This is an optimization exercise on Yosys and OpenROAD, whose aim is small area, not a production implementation.
In this exercise RTL edits were held to simulation tests only and were not proved equivalent to the original.
Power figures rest on the tool's default switching activity, not on a simulated workload.

**flow/run.sh**
```bash
#!/bin/bash
# synth_recipe.tcl (not shown) runs the flow's synth.tcl, then flattens the netlist and writes it again
# the make line also repeats each setting of config.mk as NAME=value (left out here)
make -C /OpenROAD-flow-scripts/flow DESIGN_CONFIG=/design/flow/config.mk WORK_HOME=/design/flow/orfs CLKGATE_MAP_FILE= SYNTH_SCRIPT=/design/flow/synth_recipe.tcl finish
```
**flow/config.mk**
```make
export PLATFORM = sky130hd
export DESIGN_NAME = mips16_core
export DESIGN_NICKNAME = mips16_core
export VERILOG_FILES = /design/flow/design.v
export SDC_FILE = /design/flow/constraint.sdc
export NUM_CORES = 4
export LEC_CHECK = 0
export CAP_MARGIN = 20
export CORE_MARGIN = 2
export CORE_UTILIZATION = 50
export CTS_CLUSTER_DIAMETER = 100
export CTS_CLUSTER_SIZE = 30
export GPL_TIMING_DRIVEN = 0
export SLEW_MARGIN = 20
export SYNTH_HIERARCHICAL = 1
export SYNTH_MEMORY_MAX_BITS = 8192
```
**flow/constraint.sdc**
```tcl
create_clock -name core_clock -period 5.0 [get_ports {clk}]
set_input_delay 1.0000 -clock core_clock [delete_from_list [all_inputs] [get_ports {clk}]]
set_output_delay 1.0000 -clock core_clock [all_outputs]
set_load 0.01 [all_outputs]
```
**flow/design.v**
```verilog
package mips16_pkg;
    localparam logic [2:0] OP_RTYPE   = 3'b000;
    localparam logic [2:0] OP_ADDI    = 3'b001;
    localparam logic [2:0] F3_ADD  = 3'd1;
    localparam logic [2:0] F3_SUB  = 3'd2;
    localparam logic [2:0] F3_AND  = 3'd3;
    localparam logic [2:0] F3_OR   = 3'd4;
    localparam logic [2:0] F3_SLT  = 3'd5;
    localparam logic [2:0] F3_SLL1 = 3'd6;
    localparam logic [2:0] F3_SRL1 = 3'd7;
    function automatic logic [13:0] encode(input logic [15:0] w);
        logic is_addi;
        logic is_r;
        is_addi = (w[15:13] == OP_ADDI);
        is_r    = (w[15:13] == OP_RTYPE) && !w[3];
        encode  = {is_addi, w[12:3], w[2:0] & {3{is_addi | is_r}}};
    endfunction
endpackage
module mips16_regfile (
    input  logic        clk,
    input  logic        reset,
    input  logic [2:0]  raddr_a,
    input  logic [2:0]  raddr_b,
    output logic [15:0] rdata_a,
    output logic [15:0] rdata_b,
    input  logic        we,
    input  logic [2:0]  waddr,
    input  logic [15:0] wdata
);
    logic [7:1][15:0] regs;
    logic [7:1]       valid;
    logic [7:1]       wsel;
    for (genvar i = 1; i < 8; i++) begin : g_wsel
        assign wsel[i] = (waddr == 3'(i));
    end
    always_ff @(posedge clk or negedge reset) begin
        if (!reset) begin
            valid <= '0;
        end else if (we) begin
            valid <= valid | wsel;
        end
    end
    for (genvar i = 1; i < 8; i++) begin : g_reg
        always_ff @(posedge clk) begin
            if (we && wsel[i]) regs[i] <= wdata;
        end
    end
    mips16_rdport u_rd_a (.raddr(raddr_a), .regs(regs), .valid(valid), .wsel(wsel),
                          .wdata(wdata), .rdata(rdata_a));
    mips16_rdport u_rd_b (.raddr(raddr_b), .regs(regs), .valid(valid), .wsel(wsel),
                          .wdata(wdata), .rdata(rdata_b));
endmodule
module mips16_rdport (
    input  logic [2:0]        raddr,
    input  logic [7:1][15:0]  regs,
    input  logic [7:1]        valid,
    input  logic [7:1]        wsel,
    input  logic [15:0]       wdata,
    output logic [15:0]       rdata
);
    logic [7:0] sel;    
    for (genvar i = 1; i < 8; i++) begin : g_sel
        assign sel[i] = (raddr == 3'(i)) && valid[i] && !wsel[i];
    end
    assign sel[0] = (raddr != 3'd0) && (|((wsel) & {
        raddr == 3'd7, raddr == 3'd6, raddr == 3'd5, raddr == 3'd4,
        raddr == 3'd3, raddr == 3'd2, raddr == 3'd1}));
    for (genvar b = 0; b < 16; b++) begin : g_bit
        logic [2:0] n;
        mips16_aoi3 u_a (.s(sel[2:0]), .d({regs[2][b], regs[1][b], wdata[b]}), .y(n[0]));
        mips16_aoi3 u_b (.s(sel[5:3]), .d({regs[5][b], regs[4][b], regs[3][b]}), .y(n[1]));
        mips16_aoi3 u_c (.s({1'b0, sel[7:6]}), .d({1'b0, regs[7][b], regs[6][b]}), .y(n[2]));
        assign rdata[b] = ~&n;
    end
endmodule
module mips16_core (
    input  logic        clk,
    input  logic        reset,
    input  logic [15:0] din,
    input  logic        wen,
    input  logic        pc_reset,
    input  logic        rd_en,
    output logic [15:0] dout
);
    logic [255:0][13:0] imem;
    logic [7:0]   pc;
    logic [7:0]   ptr;
    logic         ifid_addi;
    logic [2:0]   ifid_f3;
    logic [12:3]  ifid_mid;
    logic [2:0]   idex_dest, exmem_dest, memwb_dest;
    logic [15:0]  idex_data, exmem_data, memwb_data;
    logic         advance;
    logic         wb_we;
    logic [13:0]  wr_word;
    logic [255:0] rsel;
    logic [13:0]  rword;
    logic         fetch_ok;
    assign advance = rd_en && !wen;
    assign wb_we   = advance && !pc_reset && (memwb_dest != 3'd0);
    assign wr_word = mips16_pkg::encode(din);
    for (genvar i = 0; i < 256; i++) begin : g_imem
        always_ff @(posedge clk) begin
            if (wen && ptr == 8'(i)) imem[i] <= wr_word;
        end
    end
    always_comb begin
        for (int i = 0; i < 256; i++) rsel[i] = (pc == 8'(i));
    end
    logic [85:0][13:0] grp_n;
    for (genvar g = 0; g < 85; g++) begin : g_rgrp
        for (genvar b = 0; b < 14; b++) begin : g_bit
            mips16_aoi3 u_aoi (
                .s ({rsel[3*g+2], rsel[3*g+1], rsel[3*g]}),
                .d ({imem[3*g+2][b], imem[3*g+1][b], imem[3*g][b]}),
                .y (grp_n[g][b])
            );
        end
    end
    assign grp_n[85] = ~(imem[255] & {14{rsel[255]}});
    always_comb begin
        rword = '0;
        for (int g = 0; g < 86; g++) rword = rword | ~grp_n[g];
    end
    assign fetch_ok = (pc < ptr);
    logic [2:0]  rs, rt, rd, f3;
    logic        is_addi;
    logic [15:0] ra, rb, op_b, sum, alu_res;
    logic [2:0]  dest;
    logic        sub;
    assign is_addi = ifid_addi;
    assign rs      = ifid_mid[12:10];
    assign rt      = ifid_mid[9:7];
    assign rd      = ifid_mid[6:4];
    assign f3      = ifid_f3;
    mips16_regfile u_regfile (
        .clk     (clk),
        .reset   (reset),
        .raddr_a (rs),
        .raddr_b (rt),
        .rdata_a (ra),
        .rdata_b (rb),
        .we      (wb_we),
        .waddr   (memwb_dest),
        .wdata   (memwb_data)
    );
    always_comb begin
        if (is_addi)              dest = rt;
        else if (f3 != 3'd0)      dest = rd;
        else                      dest = 3'd0;
    end
    assign sub  = !is_addi && (f3 == mips16_pkg::F3_SUB || f3 == mips16_pkg::F3_SLT);
    assign op_b = is_addi ? {{9{ifid_mid[6]}}, ifid_mid[6:3], ifid_f3} : rb;
    assign sum  = ra + (sub ? ~op_b : op_b) + {15'd0, sub};
    always_comb begin
        if (is_addi) begin
            alu_res = sum;
        end else begin
            case (f3)
                mips16_pkg::F3_AND:  alu_res = ra & rb;
                mips16_pkg::F3_OR:   alu_res = ra | rb;
                mips16_pkg::F3_SLT:  alu_res = {15'd0, (ra[15] ^ rb[15]) ? ra[15] : sum[15]};
                mips16_pkg::F3_SLL1: alu_res = {rb[14:0], 1'b0};
                mips16_pkg::F3_SRL1: alu_res = {1'b0, rb[15:1]};
                default:             alu_res = sum;
            endcase
        end
    end
    always_ff @(posedge clk or negedge reset) begin
        if (!reset) begin
            pc         <= '0;
            ptr        <= '0;
            ifid_addi  <= 1'b0;
            ifid_f3    <= '0;
            idex_dest  <= '0;
            exmem_dest <= '0;
            memwb_dest <= '0;
            dout       <= '0;
        end else begin
            if (wen) begin
                ptr <= ptr + 8'd1;
            end
            if (pc_reset) begin
                pc         <= '0;
                ifid_addi  <= 1'b0;
                ifid_f3    <= '0;
                idex_dest  <= '0;
                exmem_dest <= '0;
                memwb_dest <= '0;
            end else if (advance) begin
                pc         <= pc + 8'd1;
                ifid_addi  <= fetch_ok && rword[13];
                ifid_f3    <= fetch_ok ? rword[2:0] : 3'd0;
                idex_dest  <= dest;
                exmem_dest <= idex_dest;
                memwb_dest <= exmem_dest;
            end
            if (wb_we) begin
                dout <= memwb_data;
            end
        end
    end
    always_ff @(posedge clk) begin
        if (advance) begin
            ifid_mid   <= rword[12:3];
            idex_data  <= alu_res;
            exmem_data <= idex_data;
            memwb_data <= exmem_data;
        end
    end
endmodule
module mips16_aoi3 (
    input  logic [2:0] s,
    input  logic [2:0] d,
    output logic       y
);
    assign y = ~|(s & d);
endmodule
```
==> metrics.cfg, run 1 <==
[routing]
vias = 76895
detailedRoute.firstPassIterationCount = 13
first_iter_violations = 17218
routed_wl_um = 400000
drc = 0
viasPerCell = 7.11
ant_nets = 0
avgRoutedWirePerCell_um = 37.0

[sta]
period_needed_ns = 5.16
tightest_slew_ns = 1.24
hold_viol_final = 0
period_share = 1.03
max_freq_mhz = 194
relSlewSlack = 0.174
slew_violations = 0
setup-violations-final = 9
fin_ws_ns = -0.157
grt_setup_unrepaired = yes
clock_skew_ns = 0.0933

[job]
max_cap_viol_count = 0

[die]
die_w_um = 525
coreArea_mm2 = 0.270
die_h_um = 525
row_count = 191
start_util = 0.502
ios = 37
die-area_mm2 = 0.276

[yosys]
syn_area_mm2 = 0.136
ys_async_sr_fraction = 0.0137
ys_seq_area_frac = 0.840
ys_types = 75
yosysTopAreaCell = edfxtp_1
syn_area_per_cell_um2 = 20.1
synth_flop_cell = edfxtp_1
yosys_register_bits = 3806
netlist_instances = 6764
synth.area.top_cells = edfxtp_1 83%, a222oi_1 9.5%, nor2_1 1.6%, nand4_1 1.4%, dfrtp_1 0.96%
synth_edf_count = 3754
netlist.area_leader.share = 0.831
synth.yosys.warnings = 8

[finish]
layout-drive-gt1-share = 0.136
syn2layout_area_growth_pct = 10.6
final_common_cell = edfxtp_1
fin_util = 0.555
fin_nets = 7263
final_cell_mix = 3754 x edfxtp_1, 1286 x a222oi_1, 378 x nor2_2

[global_route]
grt_first_pass_wirelength_um = 552000
grt_usage = 0.282
antenna_found_initial = 14
grt_pass1_vias = 72015
overflow = 0
grt_max_degree = 114

[worst_hold_path]
holdPathEnd = exmem_data[2]
holdPathStages = 0
hold_path_class = reg -> reg
min_from = idex_data[2]

[power]
p_leak_nw = 44.9
finalPower_mw = 53.4
pwr_density_cell_mw_per_mm2 = 356
irDropWorstVdd_uv = 275

[clock_tree]
clock_path_buffers = 4
numCtsBuffers = 156
clk_pin_slew_ns = 0.12
h-tree-depth = 4
clk-insertion-delay-late_ns = 0.91
cts_root_buffer = clkbuf_16
cts_tree = yes
cts_sinks = 3806

[setup_path]
r2r_setup_slack_ns = -0.16
critical-path-max-stage-delay_ns = 0.60
worstPathArrival_ns = 5.89
critPathCaptureType = flip-flop
startpoint_type = flip-flop
r2r-start = pc[1]
crit_chain = inv_1 -> ha_1 -> nand2_4 -> clkbuf_4 -> buf_12 -> nor2_1 -> buf_4 -> a222oi_1 -> nand4_1 -> nor4_2 -> nand4_1 -> nor4_4 -> o21ai_0
r2r-end = ifid_f3[0]
cp_data_required_time_ns = 5.74
worst_path_max_delay_cell = a222oi_1
worstPathMaxFanout = 11
path_class = reg -> reg
r2r_cells = 13
crit_top_cell = nand4_1

[placement]
hpwl_um = 268000
gp_congestion = 0.901
numPortBuffers = 36

[run_status]
check.faults = negative setup slack
outcome = complete, but fails checks

-- how the worst max path moves through the flow --
stage | endpoint | startpoint | depth (start not counted)
after floorplan | imem[1007] | din[13] | 2
after detailed placement | ifid_f3[2] | pc[4] | 11
after global placement | imem[126] | din[3] | 3
after global routing | ifid_addi | pc[4] | 12
final | ifid_f3[0] | pc[1] | 13
after CTS | ifid_f3[2] | pc[0] | 9
-- layout make-up --
class                      instances  area (um2)
multi-input combinational       2894       23300
buffer                            94         503
clock inverter                    15         196
antenna                            6        15.0
tap                             3570        4470
sequential                      3806      114000
inverter                          23        98.8
fill                           20258      120000
timing repair buffer             235        3420
clock buffer                     174        4060
-- modules after synthesis (local to each module, per instance) --
module	cells inside	area [um2]
mips16_aoi3	1	10.0
mips16_core	5247	119000
mips16_rdport	42	254
mips16_regfile	147	3680
-- critical path, delay by kind of cell (launching register included) --
kind            cells  cell delay [ns]
simple gates        6             2.35
buf+inv             4             0.98
compound gates      2             0.74
flops               1             0.49
fa+ha+maj           1             0.35
-- through the flow --
step | area (um2) | cells | worst slack (ns) | TNS, ns | hold WS, ns
floorplan | 136000 | 6826 | -0.191 | -48.88 | 0.400
global placement | 141000 | 10432 | -9.23 | - | 0.400
detailed placement | 145000 | 10582 | -1.55 | -59.45 | 0.405
CTS | 149000 | 10773 | -0.141 | -0.219 | 0.411
global route | 150000 | 10812 | -0.0469 | -0.111 | 0.421
finish | 150000 | 10817 | -0.157 | -0.740 | 0.408
-- per-layer routing --
layer	track usage	part of all wire	vias up
met1	0.407	0.38	39937
li1	-	-	31345
met3	0.0596	0.12	520
met5	0.00450	0.0012	-
met4	0.0982	0.037	13
met2	0.429	0.46	5080
-- where the power goes --
part / switching [mW] / internal [mW] / leakage (nW) / total [mW]
sequential: 0.130 / 35.3 / 34.7 / 35.5
clock: 9.28 / 5.91 / 2.08 / 15.2
combinational: 2.14 / 0.640 / 8.12 / 2.78
total: 11.5 / 41.9 / 44.9 / 53.4
-- synthesized netlist by cell type (7+ instances only) --
library cell     n
a21o_1           9
o21ai_1         11
dfrtp_1         52
o21bai_1         8
mux2i_1         11
or4_1           10
nor3_1          36
a21oi_1         44
nor2b_1          9
nor4_1          66
xnor2_1         24
mux2_2          20
a222oi_1      1286
nand4_1        304
inv_1           23
clkbuf_1        90
xor2_1          12
ha_1            31
nand2_1        138
o21ai_0         47
edfxtp_1      3754
nand2b_1        11
buf_2            7
nor2_1         565
nand3_1         85
-- registers in the layout, summed over array words and instances, names as in the netlist, 7 cells and up --
name / count
u_regfile.valid: 7
memwb_data: 16
ptr: 8
pc: 8
imem: 3584
dout: 16
exmem_data: 16
idex_data: 16
ifid_mid: 10
u_regfile.regs: 112
-- repair_timing --
action	CTS	global route
gates resized for setup	109	63
endpoints found under the setup margin	25	17
pin swaps	40	50
buffers inserted	5	23
hold buffers	1	0
hold endpoints to repair	13	0
-- kinds of logic after synthesis --
logic type                 count (synthesis)  share of synthesized area
AOI/OAI and AO/OA                       1463                      0.103
xor gates and xnor gates                  36                    0.00232
adders and majority gates                 32                    0.00301
buffers and inverters                    126                    0.00377
DFF                                     3806                      0.840
muxes                                     32                    0.00258
other                                      2                  0.0000553
and+or+nand+nor                         1267                     0.0450
==> run 2, diff against run 1 <==
--- a/flow/design.v
+++ b/flow/design.v
@@ -104,8 +104,10 @@
             if (wen && ptr == 8'(i)) imem[i] <= wr_word;
         end
     end
-    always_comb begin
-        for (int i = 0; i < 256; i++) rsel[i] = (pc == 8'(i));
+    logic [15:0] pc_hi_1c;
+    logic [15:0] pc_lo_1c;
+    always_comb begin
+        for (int i = 0; i < 256; i++) rsel[i] = !(pc_hi_1c[i / 16] || pc_lo_1c[i % 16]);
     end
     logic [85:0][13:0] grp_n;
     for (genvar g = 0; g < 85; g++) begin : g_rgrp
@@ -169,6 +171,8 @@
     always_ff @(posedge clk or negedge reset) begin
         if (!reset) begin
             pc         <= '0;
+            pc_hi_1c   <= ~16'd1;
+            pc_lo_1c   <= ~16'd1;
             ptr        <= '0;
             ifid_addi  <= 1'b0;
             ifid_f3    <= '0;
@@ -182,6 +186,8 @@
             end
             if (pc_reset) begin
                 pc         <= '0;
+                pc_hi_1c   <= ~16'd1;
+                pc_lo_1c   <= ~16'd1;
                 ifid_addi  <= 1'b0;
                 ifid_f3    <= '0;
                 idex_dest  <= '0;
@@ -189,6 +195,8 @@
                 memwb_dest <= '0;
             end else if (advance) begin
                 pc         <= pc + 8'd1;
+                pc_lo_1c   <= {pc_lo_1c[14:0], pc_lo_1c[15]};
+                if (!pc_lo_1c[15]) pc_hi_1c <= {pc_hi_1c[14:0], pc_hi_1c[15]};
                 ifid_addi  <= fetch_ok && rword[13];
                 ifid_f3    <= fetch_ok ? rword[2:0] : 3'd0;
                 idex_dest  <= dest;
==> run 2 against run 1 <==
Against the previous run:
- the layout still fails its checks (negative setup slack)
- die area up 0.89%
- fmax down 0.39%
- worst setup slack worse by 0.020 ns
- sequential power up 1%
- final cell count up 1.2%
- utilization down 0.28 points
- critical path type unchanged
- critical endpoint is now ifid_f3[0]
- largest power group unchanged
==> metrics.cfg, run 2 <==
[placement]
hpwl_um = 268000  ; about the same
dp_slack_ns = -1.26  ; +0.283 ns
gp_congestion = 0.886  ; -1.7%
dpl-instance-area_mm2 = 0.146  ; +0.79%
dp_cells = 10711  ; +1.2%
numPortBuffers = 35  ; -2.8%

[worst_hold_path]
holdPathStages = 0  ; unchanged
min_from = idex_data[4]
holdPathEnd = exmem_data[4]
hold_path_class = reg -> reg

[yosys]
syn_area_per_cell_um2 = 19.9  ; -0.69%
synth_flop_cell = edfxtp_1
yosys_register_bits = 3838  ; +0.84%
netlist.area_leader.share = 0.823  ; -0.00735
yosysMostFrequentCell = edfxtp_1
synth.yosys.warnings = 8  ; unchanged
syn_area_mm2 = 0.137  ; +0.89%
ys_types = 69  ; -8.0%
yosysTopAreaCell = edfxtp_1
synth.area.top_cells = edfxtp_1 82%, a222oi_1 9.4%, nor2_1 1.6%, nand4_1 1.4%, dfrtp_1 0.99%
synth_edf_count = 3754  ; unchanged
ys_async_sr_fraction = 0.0219  ; +0.00822
ys_seq_area_frac = 0.839  ; -0.00132
netlist_instances = 6872  ; +1.6%
synth.top_cells.by_count = 3754 x edfxtp_1, 1286 x a222oi_1, 567 x nor2_1

[routing]
detailedRoute.firstPassIterationCount = 10  ; -3
viasPerCell = 7.09  ; -0.31%
ant_nets = 0  ; unchanged
first_iter_violations = 17156  ; -0.36%
avgRoutedWirePerCell_um = 37.1  ; +0.37%
routed_wl_um = 406000  ; +1.6%
vias = 77610  ; +0.93%
drc = 0  ; unchanged

[sta]
period_needed_ns = 5.18  ; +0.0200 ns
fin_ws_ns = -0.177  ; -0.0200 ns
setup-violations-final = 10  ; +1
relSlewSlack = 0.101  ; -0.0734
period_share = 1.04  ; +0.00401
tightest_slew_ns = 1.35  ; +0.114 ns
max_freq_mhz = 193  ; -0.39%
hold_viol_final = 0  ; unchanged
fin_hold_ws_ns = 0.409  ; +0.000992 ns
clock_skew_ns = 0.0629  ; -0.0304 ns
final.setup.tns_ns = -0.909  ; -0.170 ns
slew_violations = 0  ; unchanged

[setup_path]
r2r-start = pc_lo_1c[8]
cp_data_required_time_ns = 5.73  ; about the same
worstPathArrival_ns = 5.91  ; +0.02 ns
r2r_cells = 11  ; -2
path_class = reg -> reg
startpoint_type = flip-flop
r2r-end = ifid_f3[0]
critPathCaptureType = flip-flop
worstPathMaxFanout = 10  ; -1
r2r_setup_slack_ns = -0.18  ; -0.02 ns

[die]
die_h_um = 527  ; +0.44%
row_count = 192  ; +0.52%
die-area_mm2 = 0.278  ; +0.89%
die_w_um = 527  ; +0.44%
coreArea_mm2 = 0.273  ; +1.1%
ios = 37  ; unchanged
start_util = 0.501  ; -0.000812

[clock_tree]
cts_root_buffer = clkbuf_16
numCtsBuffers = 156  ; unchanged
cts_tree = yes
clk_pin_slew_ns = 0.11  ; about the same
h-tree-depth = 4  ; unchanged
clock_path_buffers = 4  ; unchanged
cts_sinks = 3838  ; +0.84%
clk-insertion-delay-late_ns = 0.90  ; about the same

[finish]
regMostFlops = imem
final_cell_mix = 3754 x edfxtp_1, 1286 x a222oi_1, 368 x nor2_2
largest_reg_flops = 3584  ; unchanged
layout-drive-gt1-share = 0.129  ; -0.00674
fin_util = 0.552  ; -0.00275
final_cells = 10952  ; +1.2%
syn2layout_area_growth_pct = 10.2
final_common_cell = edfxtp_1
fin_nets = 7344  ; +1.1%
top_regs = imem x3584, u_regfile.regs x112
final_cell_area_mm2 = 0.151  ; +0.56%

[global_route]
grt_first_pass_wirelength_um = 561000  ; +1.5%
grt_max_degree = 115  ; +0.88%
grt_usage = 0.285  ; +0.00298
antenna_found_initial = 12  ; -2
overflow = 0  ; unchanged
grt_pass1_vias = 72716  ; +0.97%

[run_status]
outcome = complete, but fails checks
check.faults = negative setup slack

[power]
finalPower_mw = 55.6  ; +4.0%
p_leak_nw = 45.1  ; +0.39%
pwr_density_cell_mw_per_mm2 = 368  ; +3.4%
irDropWorstVdd_uv = 241  ; -12%

[job]
max_cap_viol_count = 0  ; unchanged

-- run 2: cell types whose count changed after synthesis, moves of 12 or more --
| cell | before | now |
|---|---|---|
| nand3b_1 | 1 | 17 |
| clkbuf_1 | 90 | 117 |
| a211o_1 | 4 | 16 |
| buf_1 | 1 | 19 |
| dfstp_2 | 0 | 30 |
| a211oi_1 | 6 | 18 |
-- run 2: how the worst max path moves through the flow --
stage | start | end | slack, ns | cells after the start
after floorplan | din[13] | imem[1007] | -0.19 | 2
after global placement | din[3] | imem[112] | -9.41 | 3
after detailed placement | pc_hi_1c[6] | ifid_f3[0] | -1.26 | 9
after CTS | pc_lo_1c[14] | ifid_mid[12] | 0.004 | 8
after global routing | memwb_dest[2] | idex_data[12] | -0.02 | 19
final | pc_lo_1c[8] | ifid_f3[0] | -0.18 | 11
-- run 2: routing by layer --
layer,wire (um),GRT usage,part of all wire
met1,157000,0.415,0.39
met3,46000,0.0506,0.11
met4,15200,0.0926,0.037
met5,50,0,0.00012
met2,188000,0.440,0.46
-- run 2: cells by family (layout without fill, tap and decap cells) --
group | after synthesis | count (layout) | share of synthesized area
AND/OR/NAND/NOR | 1287 | 1287 | 0.0458
multiplexers | 25 | 25 | 0.00200
adder cells (fa/ha/maj) | 29 | 29 | 0.00270
AO/OA/AOI/OAI | 1490 | 1490 | 0.104
buffers and inverters | 165 | 579 | 0.00470
XOR/XNOR | 36 | 36 | 0.00230
flip-flops | 3838 | 3838 | 0.839
other | 2 | 79 | 0.0000548
-- run 2: area by class of cell --
type	instances	area, um2
fill	20588	122000
sequential	3838	115000
multi-input combinational	2931	23200
tap	3589	4490
clock buffer	202	4260
timing repair buffer	221	3230
buffer	124	586
clock inverter	10	136
inverter	22	95.1
antenna	15	37.5
-- run 2: modules after synthesis, one instance, submodules excluded --
module | copies in the design | flops+latches | cells | cell area [um2]
mips16_aoi3 | 1286 | 0 | 1 | 10.0
mips16_core | 1 | 3719 | 5355 | 120000
mips16_rdport | 2 | 0 | 42 | 254
mips16_regfile | 1 | 119 | 147 | 3680
-- run 2: critical path: stages (launching register included) --
cell,delay [ns]
dfstp_4,0.85
buf_2,0.51
buf_16,0.24
nor2_1,0.17
buf_4,0.26
a222oi_1,1.05
nand4_1,0.33
nor4_2,0.32
buf_4,0.21
nand4_1,0.42
nor3_4,0.45
o21ai_0,0.14
-- run 2: what timing repair did --
item                                    4_1_cts  5_1_grt
hold buffers                                  1        0
endpoints found under the setup margin       25       17
pin swaps                                    16       16
buffers inserted                              3       10
resized for setup                            62       24
hold endpoints to repair                     14        0
-- run 2: power by group --
part           internal (mW)  switching [mW]  total (mW)  leakage, nW
Combinational          0.976            3.20        4.18         7.92
Sequential              35.7           0.189        35.9         35.0
Clock                   6.16            9.36        15.5         2.13
Total                   42.8            12.8        55.6         45.1
==> run 3, diff against run 2 <==
--- a/flow/config.mk
+++ b/flow/config.mk
@@ -7,9 +7,9 @@
 export LEC_CHECK = 0
 export CAP_MARGIN = 20
 export CORE_MARGIN = 2
-export CORE_UTILIZATION = 50
+export CORE_UTILIZATION = 60
 export CTS_CLUSTER_DIAMETER = 100
-export CTS_CLUSTER_SIZE = 30
+export CTS_CLUSTER_SIZE = 25
 export GPL_TIMING_DRIVEN = 0
 export SLEW_MARGIN = 20
 export SYNTH_HIERARCHICAL = 1
==> run 3 against run 2 <==
Against the previous run:
- still fails the layout checks on negative setup slack
- synthesized area unchanged
- worst setup slack improved by 0.012 ns
- count of clock-buffer cells in the layout up 35
- worst hold slack better by 0.011 ns
- sequential share of layout area is essentially flat
- total power rose by 1.2%
==> metrics.cfg, run 3 <==
[routing]
met3_length_um = 47700  ; +3.7%
ant_nets = 0  ; unchanged
routed_wl_um = 402000  ; -1.2%
drc = 0  ; unchanged
drt-met1-wl_um = 150000  ; -4.4%
first_iter_violations = 17595  ; +2.6%
viasPerCell = 7.47  ; +5.4%
avgRoutedWirePerCell_um = 38.5  ; +3.9%
wl_met2_um = 186000  ; -1.1%
detailedRoute.firstPassIterationCount = 11  ; +1
vias = 77865  ; +0.33%
highest_layer = met5

[finish]
fin_util = 0.665  ; +0.112
top_regs = imem x3584, u_regfile.regs x112
largest_reg_flops = 3584  ; unchanged
fin_nets = 7384  ; +0.54%
final_common_cell = edfxtp_1
final_cell_mix = 3754 x edfxtp_1, 1286 x a222oi_1, 370 x nor2_2
layout-drive-gt1-share = 0.135  ; +0.00537
syn2layout_area_growth_pct = 10.2  ; about the same
final_cells = 10421  ; -4.8%
regMostFlops = imem

[clock_tree]
h-tree-depth = 4  ; unchanged
clk_pin_slew_ns = 0.10  ; about the same
cts_root_buffer = clkbuf_16
cts_tree = yes
cts_sinks = 3838  ; unchanged
clk-insertion-delay-late_ns = 0.89  ; about the same
clock_path_buffers = 3  ; -1
numCtsBuffers = 172  ; +10%

[setup_path]
startpoint_type = flip-flop
worst_path_max_delay_cell = a222oi_1
worstPathMaxFanout = 14  ; +4
critical-path-max-stage-delay_ns = 1.05  ; about the same
r2r_cells = 9  ; -2
crit_top_cell = nand4_1
worstPathArrival_ns = 5.91  ; about the same
r2r_setup_slack_ns = -0.16  ; about the same
r2r-end = ifid_addi
crit_chain = clkbuf_4 -> buf_16 -> nor2_1 -> a222oi_1 -> nand4_1 -> nor4_4 -> nand4_1 -> nor4_2 -> o21ai_0
cp_data_required_time_ns = 5.74  ; about the same
path_delay_family = simple AND/OR/NAND/NOR gates
r2r-start = pc_lo_1c[2]
startpoint = pc_lo_1c[2]
crit_path_end = ifid_addi
critPathCaptureType = flip-flop
crit_buf_inv = 2  ; -2
cp.depth = 9  ; -2
path_class = reg -> reg

[worst_hold_path]
hold_path_class = reg -> reg

[placement]
hpwl_um = 265000  ; -1.1%
numPortBuffers = 35  ; unchanged
gp_congestion = 0.874  ; -1.3%
dp_cells = 10143  ; -5.3%

[yosys]
synth.yosys.warnings = 8  ; unchanged
netlist_instances = 6872  ; unchanged
synth.top_cells.by_count = 3754 x edfxtp_1, 1286 x a222oi_1, 567 x nor2_1
netlist.area_leader.share = 0.823  ; unchanged
synth_flop_cell = edfxtp_1
synth.area.top_cells = edfxtp_1 82%, a222oi_1 9.4%, nor2_1 1.6%, nand4_1 1.4%, dfrtp_1 0.99%
ys_types = 69  ; unchanged
syn_area_mm2 = 0.137  ; unchanged
yosys_register_bits = 3838  ; unchanged
ys_seq_area_frac = 0.839  ; unchanged
syn_area_per_cell_um2 = 19.9  ; unchanged
synth_edf_count = 3754  ; unchanged
ys_async_sr_fraction = 0.0219  ; unchanged
yosysMostFrequentCell = edfxtp_1
yosysTopAreaCell = edfxtp_1

[global_route]
antenna_found_initial = 20  ; +8
grt_max_degree = 113  ; -1.7%
grt_pass1_vias = 72576  ; -0.19%
grt_first_pass_wirelength_um = 553000  ; -1.4%
overflow = 0  ; unchanged
grt_usage = 0.342  ; +0.0567

[die]
die_h_um = 482  ; -8.6%
die_w_um = 482  ; -8.6%
coreArea_mm2 = 0.227  ; -17%
row_count = 175  ; -8.9%
start_util = 0.603  ; +0.102
ios = 37  ; unchanged
die-area_mm2 = 0.232  ; -17%

[sta]
slew_violations = 0  ; unchanged
clock_skew_ns = 0.0313  ; -0.0316 ns
max_freq_mhz = 194  ; +0.24%
setup-violations-final = 6  ; -4
hold_viol_final = 0  ; unchanged
tightest_slew_ns = 1.26  ; -0.0928 ns
relSlewSlack = 0.160  ; +0.0588
period_share = 1.03  ; -0.00249
fin_ws_ns = -0.165  ; +0.0125 ns
period_needed_ns = 5.16  ; -0.0125 ns

[power]
p_seq_frac = 0.638  ; -0.007
switching_share = 0.228  ; -0.00117
p_leak_nw = 45.5  ; +0.90%
comb_power_share = 0.075  ; about the same
p_sw_mw = 12.8  ; +0.67%
pwr_density_cell_mw_per_mm2 = 373  ; +1.2%
power_frac_clock = 0.287  ; +0.008
p_int_mw = 43.4  ; +1.3%
irDropWorstVdd_uv = 368  ; +53%

[run_status]
outcome = complete, but fails checks
check.faults = negative setup slack

[job]
max_cap_viol_count = 0  ; unchanged

run 3: cell counts after synthesis:
Identical to the previous run, type by type.
run 3: area by class of cell:
cell class	count	area, um2
sequential	3838	115000
fill	14928	76200
multi-input combinational	2931	23200
clock buffer	237	4760
tap	3009	3760
timing repair buffer	246	3470
buffer	123	584
inverter	22	95.1
clock inverter	7	91.3
antenna	8	20.0
run 3: metrics by stage:
stage | area [um2] | power [mW] | TNS (ns) | setup WS [ns] | hold slack [ns]
after floorplan | 137000 | 38.1 | -48.88 | -0.191 | 0.400
after global placement | 141000 | 40.5 | - | -9.29 | 0.401
after detailed placement | 145000 | 40.6 | -10.99 | -1.27 | 0.405
after CTS | 150000 | 56.2 | -0.0808 | -0.0808 | 0.421
after global routing | 151000 | 57.5 | -0.0351 | -0.0223 | 0.413
final | 151000 | 56.2 | -0.427 | -0.165 | 0.420
run 3: timing repair:
item | in CTS | in global routing
hold buffers | 1 | 0
setup endpoints to repair | 26 | 21
buffers inserted | 4 | 15
endpoints found under the hold margin | 16 | 0
pin swaps | 25 | 17
gates resized for setup | 58 | 33
run 3: per-layer routing:
metal	vias to the layer above	global-route usage
met2	5306	0.519
met4	16	0.131
li1	31793	-
met5	-	0
met3	640	0.0646
met1	40110	0.499
run 3: cells by family after synthesis:
group,after synthesis,synth area share
flops,3838,0.839
compound gates,1490,0.104
simple gates,1287,0.0458
buf+inv,165,0.00470
xor+xnor,36,0.00230
fa+ha+maj,29,0.00270
mux,25,0.00200
other cells,2,0.0000548
run 3: how the worst min path moves through the flow:
stage	start	end	cells past startpoint
finish	idex_data[0]	exmem_data[0]	0
global route	idex_data[0]	exmem_data[0]	0
floorplan	idex_data[0]	exmem_data[0]	0
CTS	exmem_data[5]	memwb_data[5]	0
detailed placement	exmem_data[4]	memwb_data[4]	0
global placement	exmem_data[0]	memwb_data[0]	0
run 3: modules after synthesis, one instance, submodules excluded:
module | times used | flops+latches | cells
mips16_core | 1 | 3719 | 5355
mips16_regfile | 1 | 119 | 147
mips16_rdport | 2 | 0 | 42
mips16_aoi3 | 1286 | 0 | 1
run 3: power groups by stage:
stage,logic [mW],registers [mW],clock network [mW]
CTS,4.11,35.8,16.2
floorplan,1.59,36.5,0
detailed placement,4.10,36.5,0
global placement,3.60,36.9,0
finish,4.24,35.9,16.1
global route,4.35,35.9,17.3
==> run 4, diff against run 3 <==
--- a/flow/design.v
+++ b/flow/design.v
@@ -85,16 +85,20 @@
     logic [255:0][13:0] imem;
     logic [7:0]   pc;
     logic [7:0]   ptr;
-    logic         ifid_addi;
-    logic [2:0]   ifid_f3;
-    logic [12:3]  ifid_mid;
+    logic         ifid_ok;
+    logic [13:0]  ifid_p0;
+    logic [13:0]  ifid_p1;
+    logic [13:0]  ifid_w;
     logic [2:0]   idex_dest, exmem_dest, memwb_dest;
-    logic [15:0]  idex_data, exmem_data, memwb_data;
+    logic [15:0]  exmem_data, memwb_data;
+    logic [15:0]  idex_a, idex_b;
+    logic [2:0]   idex_op;
     logic         advance;
     logic         wb_we;
     logic [13:0]  wr_word;
     logic [255:0] rsel;
-    logic [13:0]  rword;
+    logic [13:0]  rword0;
+    logic [13:0]  rword1;
     logic         fetch_ok;
     assign advance = rd_en && !wen;
     assign wb_we   = advance && !pc_reset && (memwb_dest != 3'd0);
@@ -121,20 +125,24 @@
     end
     assign grp_n[85] = ~(imem[255] & {14{rsel[255]}});
     always_comb begin
-        rword = '0;
-        for (int g = 0; g < 86; g++) rword = rword | ~grp_n[g];
+        rword0 = '0;
+        rword1 = '0;
+        for (int g = 0; g < 43; g++) rword0 = rword0 | ~grp_n[g];
+        for (int g = 43; g < 86; g++) rword1 = rword1 | ~grp_n[g];
     end
     assign fetch_ok = (pc < ptr);
     logic [2:0]  rs, rt, rd, f3;
     logic        is_addi;
     logic [15:0] ra, rb, op_b, sum, alu_res;
+    logic [2:0]  op;
     logic [2:0]  dest;
     logic        sub;
-    assign is_addi = ifid_addi;
-    assign rs      = ifid_mid[12:10];
-    assign rt      = ifid_mid[9:7];
-    assign rd      = ifid_mid[6:4];
-    assign f3      = ifid_f3;
+    assign ifid_w  = ifid_p0 | ifid_p1;
+    assign is_addi = ifid_ok && ifid_w[13];
+    assign rs      = ifid_w[12:10];
+    assign rt      = ifid_w[9:7];
+    assign rd      = ifid_w[6:4];
+    assign f3      = ifid_ok ? ifid_w[2:0] : 3'd0;
     mips16_regfile u_regfile (
         .clk     (clk),
         .reset   (reset),
@@ -151,22 +159,19 @@
         else if (f3 != 3'd0)      dest = rd;
         else                      dest = 3'd0;
     end
-    assign sub  = !is_addi && (f3 == mips16_pkg::F3_SUB || f3 == mips16_pkg::F3_SLT);
-    assign op_b = is_addi ? {{9{ifid_mid[6]}}, ifid_mid[6:3], ifid_f3} : rb;
-    assign sum  = ra + (sub ? ~op_b : op_b) + {15'd0, sub};
-    always_comb begin
-        if (is_addi) begin
-            alu_res = sum;
-        end else begin
-            case (f3)
-                mips16_pkg::F3_AND:  alu_res = ra & rb;
-                mips16_pkg::F3_OR:   alu_res = ra | rb;
-                mips16_pkg::F3_SLT:  alu_res = {15'd0, (ra[15] ^ rb[15]) ? ra[15] : sum[15]};
-                mips16_pkg::F3_SLL1: alu_res = {rb[14:0], 1'b0};
-                mips16_pkg::F3_SRL1: alu_res = {1'b0, rb[15:1]};
-                default:             alu_res = sum;
-            endcase
-        end
+    assign op_b = is_addi ? {{9{ifid_w[6]}}, ifid_w[6:0]} : rb;
+    assign op   = is_addi ? mips16_pkg::F3_ADD : f3;
+    assign sub  = (idex_op == mips16_pkg::F3_SUB || idex_op == mips16_pkg::F3_SLT);
+    assign sum  = idex_a + (sub ? ~idex_b : idex_b) + {15'd0, sub};
+    always_comb begin
+        case (idex_op)
+            mips16_pkg::F3_AND:  alu_res = idex_a & idex_b;
+            mips16_pkg::F3_OR:   alu_res = idex_a | idex_b;
+            mips16_pkg::F3_SLT:  alu_res = {15'd0, (idex_a[15] ^ idex_b[15]) ? idex_a[15] : sum[15]};
+            mips16_pkg::F3_SLL1: alu_res = {idex_b[14:0], 1'b0};
+            mips16_pkg::F3_SRL1: alu_res = {1'b0, idex_b[15:1]};
+            default:             alu_res = sum;
+        endcase
     end
     always_ff @(posedge clk or negedge reset) begin
         if (!reset) begin
@@ -174,8 +179,7 @@
             pc_hi_1c   <= ~16'd1;
             pc_lo_1c   <= ~16'd1;
             ptr        <= '0;
-            ifid_addi  <= 1'b0;
-            ifid_f3    <= '0;
+            ifid_ok    <= 1'b0;
             idex_dest  <= '0;
             exmem_dest <= '0;
             memwb_dest <= '0;
@@ -188,8 +192,7 @@
                 pc         <= '0;
                 pc_hi_1c   <= ~16'd1;
                 pc_lo_1c   <= ~16'd1;
-                ifid_addi  <= 1'b0;
-                ifid_f3    <= '0;
+                ifid_ok    <= 1'b0;
                 idex_dest  <= '0;
                 exmem_dest <= '0;
                 memwb_dest <= '0;
@@ -197,8 +200,7 @@
                 pc         <= pc + 8'd1;
                 pc_lo_1c   <= {pc_lo_1c[14:0], pc_lo_1c[15]};
                 if (!pc_lo_1c[15]) pc_hi_1c <= {pc_hi_1c[14:0], pc_hi_1c[15]};
-                ifid_addi  <= fetch_ok && rword[13];
-                ifid_f3    <= fetch_ok ? rword[2:0] : 3'd0;
+                ifid_ok    <= fetch_ok;
                 idex_dest  <= dest;
                 exmem_dest <= idex_dest;
                 memwb_dest <= exmem_dest;
@@ -210,9 +212,12 @@
     end
     always_ff @(posedge clk) begin
         if (advance) begin
-            ifid_mid   <= rword[12:3];
-            idex_data  <= alu_res;
-            exmem_data <= idex_data;
+            ifid_p0    <= rword0;
+            ifid_p1    <= rword1;
+            idex_a     <= ra;
+            idex_b     <= op_b;
+            idex_op    <= op;
+            exmem_data <= alu_res;
             memwb_data <= exmem_data;
         end
     end
--- a/flow/config.mk
+++ b/flow/config.mk
@@ -7,10 +7,11 @@
 export LEC_CHECK = 0
 export CAP_MARGIN = 20
 export CORE_MARGIN = 2
-export CORE_UTILIZATION = 60
+export CORE_UTILIZATION = 50
 export CTS_CLUSTER_DIAMETER = 100
 export CTS_CLUSTER_SIZE = 25
 export GPL_TIMING_DRIVEN = 0
+export SETUP_SLACK_MARGIN = 0.1
 export SLEW_MARGIN = 20
 export SYNTH_HIERARCHICAL = 1
 export SYNTH_MEMORY_MAX_BITS = 8192
==> run 4 against run 3 <==
Against the previous run:
- the layout still fails its checks (negative setup slack)
- final cell count up 5.4%
- design area grew 0.74%
- fmax increased by 1.2%
- synthesized cell count grew 0.35%
- via count fell by 0.32%
- clock power about the same
- sequential share of layout area increased by 0.12 points
==> metrics.cfg, run 4 <==
[sta]
fin_ws_ns = -0.103  ; +0.0621 ns
setup-violations-final = 2  ; -4
slew_violations = 0  ; unchanged
tightest_slew_ns = 1.31  ; +0.0528 ns
grt_setup_unrepaired = no
final.setup.tns_ns = -0.148  ; +0.280 ns
relSlewSlack = 0.120  ; -0.0402
period_needed_ns = 5.10  ; -0.0621 ns
period_share = 1.02  ; -0.0124
clock_skew_ns = 0.0476  ; +0.0163 ns
hold_viol_final = 0  ; unchanged
max_freq_mhz = 196  ; +1.2%

[clock_tree]
clock_path_buffers = 4  ; +1
cts_setup_buffers = 0  ; -4
h-tree-depth = 4  ; unchanged
cts_sinks = 3872  ; +0.89%
cts_tree = yes
numCtsBuffers = 179  ; +4.1%
clk_pin_slew_ns = 0.10  ; about the same
cts_root_buffer = clkbuf_16
clk-insertion-delay-late_ns = 0.91  ; +0.02 ns

[finish]
final_common_cell = edfxtp_1
top_regs = imem x3584, u_regfile.regs x112
final_cell_mix = 3791 x edfxtp_1, 1286 x a222oi_1, 347 x nor2_2
syn2layout_area_growth_pct = 10.3  ; about the same
largest_reg_flops = 3584  ; unchanged
layout-drive-gt1-share = 0.121  ; -0.0132
regMostFlops = imem
fin_nets = 7387  ; +0.041%

[yosys]
ys_types = 74  ; +7.2%
yosys_register_bits = 3872  ; +0.89%
synth_flop_cell = edfxtp_1
yosysTopAreaCell = edfxtp_1
yosysMostFrequentCell = edfxtp_1
synth.yosys.warnings = 8  ; unchanged
netlist_instances = 6896  ; +0.35%
ys_async_sr_fraction = 0.0209  ; -0.000967
syn_area_per_cell_um2 = 20.0  ; +0.35%
syn_area_mm2 = 0.138  ; +0.70%
netlist.area_leader.share = 0.826  ; +0.00236
synth.area.top_cells = edfxtp_1 83%, a222oi_1 9.3%, nor2_1 1.6%, nand4_1 1.3%, dfrtp_1 0.93%
synth_edf_count = 3791  ; +0.99%
ys_seq_area_frac = 0.841  ; +0.00171
synth.top_cells.by_count = 3791 x edfxtp_1, 1286 x a222oi_1, 577 x nor2_1

[die]
row_count = 192  ; +9.7%
start_util = 0.503  ; -0.0996
coreArea_mm2 = 0.274  ; +21%
ios = 37  ; unchanged
die-area_mm2 = 0.280  ; +21%
die_w_um = 529  ; +9.8%
die_h_um = 529  ; +9.8%

[routing]
detailedRoute.firstPassIterationCount = 10  ; -1
drc = 0  ; unchanged
avgRoutedWirePerCell_um = 36.1  ; -6.3%
first_iter_violations = 16714  ; -5.0%
routed_wl_um = 397000  ; -1.2%
viasPerCell = 7.07  ; -5.4%
ant_nets = 0  ; unchanged
vias = 77612  ; -0.32%

[setup_path]
r2r_cells = 8  ; -1
crit_buf_inv = 3  ; +1
startpoint = pc_lo_1c[15]
worstPathArrival_ns = 5.55  ; -0.36 ns
critical-path-max-stage-delay_ns = 0.90  ; -0.15 ns
path_delay_family = simple AND/OR/NAND/NOR gates
path_class = reg -> reg
crit_path_end = ifid_p0[4]
r2r_setup_slack_ns = -0.10  ; +0.06 ns
cp.depth = 8  ; -1
startpoint_type = flip-flop
r2r-end = ifid_p0[4]
crit_chain = clkbuf_1 -> buf_2 -> buf_12 -> nor2_1 -> a222oi_1 -> nand4_1 -> nor4_2 -> nand3_1
worst_path_max_delay_cell = clkbuf_1
cp_data_required_time_ns = 5.45  ; -0.29 ns
critPathCaptureType = flip-flop
r2r-start = pc_lo_1c[15]
worstPathMaxFanout = 14  ; unchanged

[power]
switching_share = 0.225  ; -0.00327
power_frac_clock = 0.293  ; +0.006
p_seq_frac = 0.644  ; +0.006
comb_power_share = 0.063  ; -0.012
p_sw_mw = 12.6  ; -1.6%
finalPower_mw = 56.1  ; -0.21%
irDropWorstVdd_uv = 257  ; -30%
pwr_density_cell_mw_per_mm2 = 369  ; -0.94%
p_int_mw = 43.5  ; +0.21%
p_leak_nw = 45.6  ; +0.21%

[run_status]
outcome = complete, but fails checks
check.faults = negative setup slack

[placement]
dp_slack_ns = -0.600  ; +0.666 ns
gp_congestion = 0.872  ; -0.23%
hpwl_um = 255000  ; -3.8%
numPortBuffers = 35  ; unchanged

[global_route]
gr-usage-met1 = 0.398  ; -0.101
grt_max_degree = 115  ; +1.8%
grt_usage = 0.276  ; -0.0655
grt_pass1_vias = 72855  ; +0.38%
grtUsageMet3 = 0.0496  ; -0.0149
grtUsageMet2 = 0.420  ; -0.0987
grt.busiest_layer = met2
overflow = 0  ; unchanged
antenna_found_initial = 14  ; -30%
grt_first_pass_wirelength_um = 549000  ; -0.68%

[job]
max_cap_viol_count = 0  ; unchanged

[worst_hold_path]
hold_path_class = reg -> reg

-- run 4: cell count changes in the layout (fill, tap and decap cells not counted), sizes merged, moves of 18 or more --
cell,before,now
buf,244,192
edfxtp,3754,3791
nand3,83,107
a21oi,53,35
o21ai,60,42
-- run 4: worst min-delay path by stage --
stage | from | endpoint | slack, ns | cells past startpoint
CTS | exmem_data[5] | memwb_data[5] | 0.43 | 0
global placement | exmem_data[0] | memwb_data[0] | 0.40 | 0
detailed placement | exmem_data[0] | memwb_data[0] | 0.41 | 0
floorplan | exmem_data[0] | memwb_data[0] | 0.40 | 0
finish | exmem_data[5] | memwb_data[5] | 0.43 | 0
global route | exmem_data[8] | memwb_data[8] | 0.43 | 0
-- run 4: Yosys stat by module, one instance, submodules excluded --
module / flops+latches / area (um2) / cells inside / times used
mips16_core: 3753 / 121000 / 5379 / 1
mips16_regfile: 119 / 3680 / 147 / 1
mips16_rdport: 0 / 254 / 42 / 2
mips16_aoi3: 0 / 10.0 / 1 / 1286
-- run 4: power by group through the flow --
stage	clock network, mW	logic (mW)	registers (mW)
2_1_floorplan	0	1.18	36.8
3_3_place_gp	0	2.98	37.2
3_5_place_dp	0	3.43	36.9
4_1_cts	16.6	3.43	36.1
5_1_grt	17.6	3.60	36.2
6_report	16.4	3.54	36.1
-- run 4: logic make-up (layout without fill, tap and decap cells) --
family | count (synthesis) | in the layout | share of synthesized area
xor+xnor | 38 | 38 | 0.00241
compound gates | 1471 | 1471 | 0.103
buf+inv | 163 | 592 | 0.00457
mux | 25 | 25 | 0.00197
flops | 3872 | 3872 | 0.841
simple gates | 1294 | 1294 | 0.0450
other cells | 2 | 73 | 0.0000545
fa+ha+maj | 31 | 31 | 0.00287
-- run 4: final cells by class --
cell class              instances  area, um2
diodes                          9       22.5
plain buffers                 131        582
clock buffers                 222       4730
clock inverters                11        173
fillers                     20598     122000
inverters                      25        106
multi-input cells            2923      22800
flip-flops and latches       3872     116000
well taps                    3589       4490
repair buffers                203       3180
-- run 4: stage by stage --
step / instance area, um2 / util / hold slack [ns] / std cells
final: 152000 / 0.555 / 0.426 / 10985
after global routing: 152000 / 0.555 / 0.432 / 10978
after CTS: 152000 / 0.554 / 0.430 / 10956
after detailed placement: 147000 / 0.535 / 0.408 / 10729
after global placement: 143000 / 0.522 / 0.402 / 10582
after floorplan: 138000 / - / 0.400 / 6958
-- run 4: worst reg2reg max path, cell delays in order, from the launching register on --
cell	delay (ns)
dfstp_2	0.55
clkbuf_1	0.90
buf_2	0.30
buf_12	0.23
nor2_1	0.28
a222oi_1	0.67
nand4_1	0.38
nor4_2	0.69
nand3_1	0.63
-- run 4: layer usage --
layer  vias up  share of wire  wire length (um)
met5         -       0.000093                37
met4         4          0.045             17900
met3       656           0.11             44000
met2      4892           0.46            181000
met1     40281           0.39            154000
li1      31779              -                 -
-- run 4: timing repair --
item                                   4_1_cts  5_1_grt
setup endpoints to repair                   16       14
resized for setup                           19       18
endpoints found under the hold margin       13        0
hold buffers                                 1        0
==> run 5, diff against run 4 <==
--- a/flow/config.mk
+++ b/flow/config.mk
@@ -11,7 +11,7 @@
 export CTS_CLUSTER_DIAMETER = 100
 export CTS_CLUSTER_SIZE = 25
 export GPL_TIMING_DRIVEN = 0
-export SETUP_SLACK_MARGIN = 0.1
+export SETUP_SLACK_MARGIN = 0.35
 export SLEW_MARGIN = 20
 export SYNTH_HIERARCHICAL = 1
 export SYNTH_MEMORY_MAX_BITS = 8192
==> run 5 against run 4 <==
Against the previous run:
- now clean on timing, DRC and antenna
- sequential cell count did not move
- worst hold slack about the same
- combinational power hardly changed
- sequential share of layout area decreased by 0.073 points
- count of clock-buffer cells in the layout unchanged
- synthesized area is the same
- design area about the same
- clock skew is essentially flat
- sequential power about the same
- largest power group unchanged
- synthesized cell count stayed put
==> metrics.cfg, run 5 <==
[power]
p_leak_nw = 45.6  ; +0.11%
pwr_density_cell_mw_per_mm2 = 369  ; about the same
irDropWorstVdd_uv = 259  ; +1.1%

[yosys]
ys_seq_area_frac = 0.841  ; unchanged
yosysMostFrequentCell = edfxtp_1
synth.top_cells.by_count = 3791 x edfxtp_1, 1286 x a222oi_1, 577 x nor2_1
synth_compound_area_frac = 0.103  ; unchanged
synth.area.top_cells = edfxtp_1 83%, a222oi_1 9.3%, nor2_1 1.6%, nand4_1 1.3%, dfrtp_1 0.93%
synthSimpleGateAreaFrac = 0.0450  ; unchanged
synth.yosys.warnings = 8  ; unchanged
syn_area_per_cell_um2 = 20.0  ; unchanged
synthXorXnorAreaFrac = 0.00241  ; unchanged
netlist.area_leader.share = 0.826  ; unchanged
yosysTopAreaCell = edfxtp_1
ys_types = 74  ; unchanged
netlist_instances = 6896  ; unchanged
ys_async_sr_fraction = 0.0209  ; unchanged
synthAdderAreaFrac = 0.00287  ; unchanged
synth_edf_count = 3791  ; unchanged
synth_flop_cell = edfxtp_1
synth_top_family_by_area = compound AO/OA/AOI/OAI gates
synthMuxAreaShare = 0.00197  ; unchanged
yosys_register_bits = 3872  ; unchanged
syn_area_mm2 = 0.138  ; unchanged

[setup_path]
r2r-start = pc_lo_1c[8]
crit_chain = clkbuf_2 -> buf_2 -> buf_12 -> nor2_1 -> a222oi_1 -> nand4_1 -> nor4_2 -> nand3_2
worstPathMaxFanout = 14  ; unchanged
worstPathArrival_ns = 5.37  ; -0.18 ns
critPathCaptureType = flip-flop
r2r_setup_slack_ns = 0.13  ; +0.23 ns
worst_path_max_delay_cell = nor4_2
r2r-end = ifid_p0[13]
r2r_cells = 8  ; unchanged
cp_data_required_time_ns = 5.49  ; +0.04 ns
startpoint_type = flip-flop
critical-path-max-stage-delay_ns = 0.76  ; -0.14 ns
path_class = reg -> reg

[global_route]
overflow = 0  ; unchanged
grt_max_degree = 115  ; unchanged
grt_first_pass_wirelength_um = 549000  ; about the same
antenna_found_initial = 14  ; unchanged
grt_pass1_vias = 72864  ; +0.012%
grt_usage = 0.276  ; about the same

[routing]
routed_wl_um = 397000  ; +0.13%
drc = 0  ; unchanged
first_iter_violations = 16905  ; +1.1%
viasPerCell = 7.07  ; +0.11%
vias = 77673  ; +0.079%
avgRoutedWirePerCell_um = 36.2  ; +0.15%
detailedRoute.firstPassIterationCount = 17  ; +7
ant_nets = 0  ; unchanged

[placement]
numPortBuffers = 35  ; unchanged
dp_cells = 10729  ; unchanged
gp_congestion = 0.872  ; unchanged
hpwl_um = 255000  ; unchanged
dpl-instance-area_mm2 = 0.147  ; unchanged
dp_slack_ns = -0.600  ; unchanged

[sta]
clock_skew_ns = 0.0481  ; +0.000463 ns
setup-violations-final = 0  ; -2
period_share = 0.975  ; -0.0455
period_needed_ns = 4.87  ; -0.228 ns
slew_violations = 0  ; unchanged
hold_viol_final = 0  ; unchanged
max_freq_mhz = 205  ; +4.7%
grt_setup_unrepaired = no
relSlewSlack = 0.137  ; +0.0177
final.setup.tns_ns = 0  ; +0.148 ns
fin_hold_ws_ns = 0.427  ; +0.000240 ns
tightest_slew_ns = 1.29  ; -0.0193 ns
fin_ws_ns = 0.125  ; +0.228 ns

[finish]
final_cell_mix = 3791 x edfxtp_1, 1286 x a222oi_1, 348 x nor2_2
fillCellCount = 20577  ; -0.10%
final_cell_area_mm2 = 0.152  ; about the same
largest_reg_flops = 3584  ; unchanged
layout-drive-gt1-share = 0.124  ; +0.00259
syn2layout_area_growth_pct = 10.4  ; about the same
final_common_cell = edfxtp_1
top_regs = imem x3584, u_regfile.regs x112
seqCellArea_mm2 = 0.116  ; unchanged
regMostFlops = imem
final_cells = 10982  ; -0.027%
fin_nets = 7386  ; -0.014%
multi_input_area_mm2 = 0.0230  ; +0.60%

[run_status]
outcome = no timing/DRC/antenna violations

[clock_tree]
clock_path_buffers = 4  ; unchanged
h-tree-depth = 4  ; unchanged
cts_root_buffer = clkbuf_16
clk_pin_slew_ns = 0.10  ; about the same
clk-insertion-delay-late_ns = 0.91  ; about the same
cts_sinks = 3872  ; unchanged
cts_tree = yes
numCtsBuffers = 179  ; unchanged

[job]
max_cap_viol_count = 0  ; unchanged

[die]
die-area_mm2 = 0.280  ; unchanged
die_w_um = 529  ; unchanged
coreArea_mm2 = 0.274  ; unchanged
start_util = 0.503  ; unchanged
die_h_um = 529  ; unchanged
ios = 37  ; unchanged
row_count = 192  ; unchanged

[worst_hold_path]
hold_path_class = reg -> reg
min_from = exmem_data[5]
holdPathEnd = memwb_data[5]
holdPathStages = 0  ; unchanged

## run 5: cell counts after synthesis
No cell type changed its count.
## run 5: power by group
part | switching (mW) | total (mW) | leakage, nW | internal (mW)
Clock | 9.68 | 16.4 | 2.38 | 6.76
Combinational | 2.76 | 3.56 | 7.89 | 0.795
Sequential | 0.217 | 36.2 | 35.3 | 35.9
## run 5: worst max-delay path by stage
stage,from,to,depth (start not counted)
global placement,din[3],imem[2060],3
global route,pc_lo_1c[11],ifid_p0[6],7
CTS,pc_lo_1c[6],ifid_p0[13],9
floorplan,din[13],imem[1007],2
detailed placement,pc_lo_1c[11],ifid_p0[13],8
finish,pc_lo_1c[8],ifid_p0[13],8
## run 5: worst max-delay path: cells and delay by family (launching register included)
family                 cells  cell delay [ns]
and+or+nand+nor            4             1.99
buffers and inverters      3             1.15
AOI/OAI and AO/OA          1             0.69
DFF                        1             0.53
## run 5: repair_timing
item / in CTS / in global routing
hold buffers: 1 / 0
endpoints found under the setup margin: 20 / 26
resized for setup: 43 / 22
endpoints found under the hold margin: 13 / 0
buffers inserted: 0 / 0
pin swaps: 1 / 2
## run 5: final cells by class
class                      count  share of cell area
buffer                       128             0.00381
inverter                      25            0.000699
clock buffer                 222              0.0311
multi-input combinational   2923               0.151
tap                         3589              0.0295
antenna                        7            0.000115
timing repair buffer         205              0.0210
sequential                  3872               0.762
clock inverter                11             0.00113
## run 5: layer usage
metal / global-route usage / vias to the layer above / wire length, um
met2: 0.422 / 4800 / 182000
li1: - / 31773 / -
met3: 0.0501 / 670 / 43800
met1: 0.397 / 40428 / 153000
met5: 0 / - / 13
met4: 0.108 / 2 / 17900
## run 5: Yosys stat by module (local to each module, per instance)
module,flops+latches,cells inside
mips16_aoi3,0,1
mips16_core,3753,5379
mips16_rdport,0,42
mips16_regfile,119,147
## run 5: logic make-up (layout without fill, tap and decap cells)
| group | count (synthesis) | count (layout) |
|---|---|---|
| AOI/OAI and AO/OA | 1471 | 1471 |
| xor gates and xnor gates | 38 | 38 |
| adders and majority gates | 31 | 31 |
| buffers and inverters | 163 | 591 |
| DFF | 3872 | 3872 |
| muxes | 25 | 25 |
| other | 2 | 71 |
| and+or+nand+nor | 1294 | 1294 |
## run 5: through the flow
step            util  total power [mW]
6_report       0.556              56.1
5_1_grt        0.556              57.4
4_1_cts        0.554              56.2
3_5_place_dp   0.535              40.3
3_3_place_gp   0.522              40.2
2_1_floorplan      -              38.0
==> run 6, diff against run 5 <==
--- a/flow/config.mk
+++ b/flow/config.mk
@@ -9,7 +9,7 @@
 export CORE_MARGIN = 2
 export CORE_UTILIZATION = 50
 export CTS_CLUSTER_DIAMETER = 100
-export CTS_CLUSTER_SIZE = 25
+export CTS_CLUSTER_SIZE = 30
 export GPL_TIMING_DRIVEN = 0
 export SETUP_SLACK_MARGIN = 0.35
 export SLEW_MARGIN = 20
==> run 6 against run 5 <==
Against the previous run:
- wire length down 0.33%
- sequential share of layout area increased by 0.27 points
- global-route usage fell by 0.065 points
- synthesized cell count unchanged
- worst setup slack gained 0.012 ns
- final cell count decreased by 0.30%
- sequential cell count unchanged
- worst hold slack got worse by 0.0014 ns
- critical path depth shrank 1
- sequential power is essentially flat
- clock skew rose by 0.011 ns
- die area unchanged
- critical path type unchanged
- largest cell class unchanged
- largest power group unchanged
==> metrics.cfg, run 6 <==
[power]
p_sw_mw = 12.5  ; -1.6%
power_frac_clock = 0.281  ; -0.012
switching_share = 0.226  ; about the same
pwr_density_cell_mw_per_mm2 = 364  ; -1.3%
p_seq_frac = 0.655  ; +0.011
comb_power_share = 0.064  ; about the same
irDropWorstVdd_uv = 256  ; -1.4%
p_int_mw = 42.8  ; -1.6%
finalPower_mw = 55.2  ; -1.6%
p_leak_nw = 45.3  ; -0.56%

[sta]
setup-violations-final = 0  ; unchanged
period_share = 0.973  ; -0.00248
grt_setup_unrepaired = yes
period_needed_ns = 4.86  ; -0.0124 ns
slew_violations = 0  ; unchanged
max_freq_mhz = 206  ; +0.25%
tightest_slew_ns = 1.27  ; -0.0159 ns
clock_skew_ns = 0.0588  ; +0.0107 ns
hold_viol_final = 0  ; unchanged
relSlewSlack = 0.143  ; +0.00592

[setup_path]
startpoint_type = flip-flop
cp_data_required_time_ns = 5.42  ; -0.07 ns
r2r_cells = 7  ; -1
crit_path_end = ifid_p0[7]
r2r-end = ifid_p0[7]
r2r_setup_slack_ns = 0.14  ; about the same
worstPathMaxFanout = 14  ; unchanged
critPathCaptureType = flip-flop
worstPathArrival_ns = 5.29  ; -0.08 ns
startpoint = pc_lo_1c[11]
r2r-start = pc_lo_1c[11]
path_class = reg -> reg

[die]
die-area_mm2 = 0.280  ; unchanged
ios = 37  ; unchanged
die_w_um = 529  ; unchanged
die_h_um = 529  ; unchanged
start_util = 0.503  ; unchanged
coreArea_mm2 = 0.274  ; unchanged
row_count = 192  ; unchanged

[global_route]
grt_max_degree = 115  ; unchanged
overflow = 0  ; unchanged
grt_first_pass_wirelength_um = 548000  ; -0.29%
grt_usage = 0.276  ; -0.000648
grt_pass1_vias = 72533  ; -0.45%
antenna_found_initial = 12  ; -2

[yosys]
ys_async_sr_fraction = 0.0209  ; unchanged
ys_seq_area_frac = 0.841  ; unchanged
synth_edf_count = 3791  ; unchanged
synth_compound_area_frac = 0.103  ; unchanged
netlist.area_leader.share = 0.826  ; unchanged
syn_area_per_cell_um2 = 20.0  ; unchanged
syn_area_mm2 = 0.138  ; unchanged
ys_types = 74  ; unchanged
synth.area.top_cells = edfxtp_1 83%, a222oi_1 9.3%, nor2_1 1.6%, nand4_1 1.3%, dfrtp_1 0.93%
synthMuxAreaShare = 0.00197  ; unchanged
yosys_register_bits = 3872  ; unchanged
synth.top_cells.by_count = 3791 x edfxtp_1, 1286 x a222oi_1, 577 x nor2_1
synth.yosys.warnings = 8  ; unchanged
synthAdderAreaFrac = 0.00287  ; unchanged
synth_flop_cell = edfxtp_1
synth_top_family_by_area = compound AO/OA/AOI/OAI gates
synthSimpleGateAreaFrac = 0.0450  ; unchanged
netlist_instances = 6896  ; unchanged
synthXorXnorAreaFrac = 0.00241  ; unchanged
yosysTopAreaCell = edfxtp_1
yosysMostFrequentCell = edfxtp_1

[finish]
layout-drive-gt1-share = 0.122  ; -0.00194
syn2layout_area_growth_pct = 9.97
largest_reg_flops = 3584  ; unchanged
final_cell_mix = 3791 x edfxtp_1, 1286 x a222oi_1, 349 x nor2_2
fin_nets = 7365  ; -0.28%
top_regs = imem x3584, u_regfile.regs x112
regMostFlops = imem
fin_util = 0.554  ; -0.00194
final_cells = 10949  ; -0.30%
final_cell_area_mm2 = 0.152  ; -0.35%
final_common_cell = edfxtp_1

[clock_tree]
h-tree-depth = 4  ; unchanged
clk_pin_slew_ns = 0.11  ; about the same
clk-insertion-delay-late_ns = 0.90  ; about the same
cts_sinks = 3872  ; unchanged
cts_tree = yes
numCtsBuffers = 159  ; -11%
clock_path_buffers = 4  ; unchanged
cts_root_buffer = clkbuf_16

[placement]
dp_cells = 10729  ; unchanged
dpl-instance-area_mm2 = 0.147  ; unchanged
numPortBuffers = 35  ; unchanged
gp_congestion = 0.872  ; unchanged
hpwl_um = 255000  ; unchanged

[run_status]
outcome = no timing/DRC/antenna violations

[routing]
first_iter_violations = 16559  ; -2.0%
vias = 77513  ; -0.21%
ant_nets = 0  ; unchanged
viasPerCell = 7.08  ; about the same
routed_wl_um = 396000  ; -0.33%
drc = 0  ; unchanged
detailedRoute.firstPassIterationCount = 12  ; -5
avgRoutedWirePerCell_um = 36.2  ; about the same

[job]
max_cap_viol_count = 0  ; unchanged

[worst_hold_path]
hold_path_class = reg -> reg

-- run 6: final cells by class --
cell class	count	area, um2
diodes	4	10.0
plain buffers	127	579
clock buffers	188	4150
clock inverters	16	213
fillers	20647	122000
inverters	25	106
multi-input cells	2923	23000
flip-flops and latches	3872	116000
well taps	3589	4490
repair buffers	205	3190
-- run 6: layer usage --
metal / wire length, um / global-route usage
met4: 17400 / 0.105
met2: 182000 / 0.421
met1: 152000 / 0.399
met3: 44900 / 0.0493
met5: 24 / 0
-- run 6: worst min-delay path by stage --
stage                       start            end  slack [ns]  depth (start not counted)
finish              exmem_data[5]  memwb_data[5]        0.43                          0
floorplan           exmem_data[0]  memwb_data[0]        0.40                          0
CTS                 exmem_data[5]  memwb_data[5]        0.43                          0
global placement    exmem_data[0]  memwb_data[0]        0.40                          0
detailed placement  exmem_data[0]  memwb_data[0]        0.41                          0
global route        exmem_data[8]  memwb_data[8]        0.43                          0
-- run 6: cells by family after synthesis --
family,Yosys count
DFF,3872
adders and majority gates,31
AOI/OAI and AO/OA,1471
other,2
and+or+nand+nor,1294
muxes,25
buffers and inverters,163
xor gates and xnor gates,38
-- run 6: repair_timing --
action / 4_1_cts / 5_1_grt
endpoints found under the setup margin: 21 / 20
gates resized for setup: 47 / 18
hold endpoints to repair: 13 / 0
pin swaps: 3 / 1
buffers inserted: 0 / 0
hold buffers: 1 / 0
cloned: 0 / 0
-- run 6: Yosys stat by module, one instance, submodules excluded --
| module | copies in the design | cell area [um2] | flip-flops and latches | cells inside |
|---|---|---|---|---|
| mips16_rdport | 2 | 254 | 0 | 42 |
| mips16_core | 1 | 121000 | 3753 | 5379 |
| mips16_regfile | 1 | 3680 | 119 | 147 |
| mips16_aoi3 | 1286 | 10.0 | 0 | 1 |
-- run 6: power groups by stage --
stage          Clock, mW  Sequential, mW  Combinational (mW)
2_1_floorplan          0            36.8                1.18
3_3_place_gp           0            37.2                2.98
3_5_place_dp           0            36.9                3.43
4_1_cts             15.7            36.1                3.45
5_1_grt             16.7            36.2                3.62
6_report            15.5            36.2                3.56
-- run 6: metrics by stage --
stage / setup TNS [ns] / worst slack, ns / hold slack, ns
CTS: 0 / 0.238 / 0.429
detailed placement: -30.54 / -0.600 / 0.408
finish: 0 / 0.137 / 0.425
global route: 0 / 0.204 / 0.425
floorplan: -48.88 / -0.191 / 0.400
global placement: - / -9.65 / 0.402
-- run 6: worst max-delay path, cell delays in order, from the launching register on --
cell and delay [ns]:
dfstp_2 0.89, clkbuf_2 0.60, buf_16 0.25, nor2_1 0.25, a222oi_1 0.75, nand4_1 0.45
nor4_2 0.60, nand3_1 0.57

## separate check: timing with driven ports
Ports are ideal in the flow. The routed layouts listed here were re-timed in OpenROAD.
Step 1 sets driving cells, clkbuf_16 on the clock port and buf_2 on the other inputs (assumed; they add their load-dependent delay and slew).
Step 2 adds t to the input delays and takes it off the output delays; t is the mean of the earliest and latest rising clock arrival at the registers after step 1. Input paths then give back, and output paths get back, about the clock's delay inside the block.
Slacks: no drivers / after step 1 / after step 2; pairs: no drivers / after step 1.
| run | shift t [ns] | setup slack, ns | clock arrival spread, ns |
|---|---|---|---|
| run 1 | 0.953 | -0.157 / -0.157 / -0.382 | 0.095 / 0.095 |
| run 2 | 0.993 | -0.177 / -0.177 / -0.310 | 0.084 / 0.084 |
| run 3 | 0.959 | -0.165 / -0.165 / -0.165 | 0.043 / 0.043 |
| run 4 | 0.980 | -0.103 / -0.103 / -0.482 | 0.049 / 0.050 |
| run 5 | 0.977 | 0.125 / 0.125 / -0.496 | 0.054 / 0.054 |
| run 6 | 0.965 | 0.137 / 0.137 / -0.481 | 0.062 / 0.063 |
With both steps, setup timing fails in run 5 and run 6, where it was met with ideal ports. The setup slack of run 5, which loses most, moves by 0.000 ns with the drivers and by -0.621 ns with both steps.
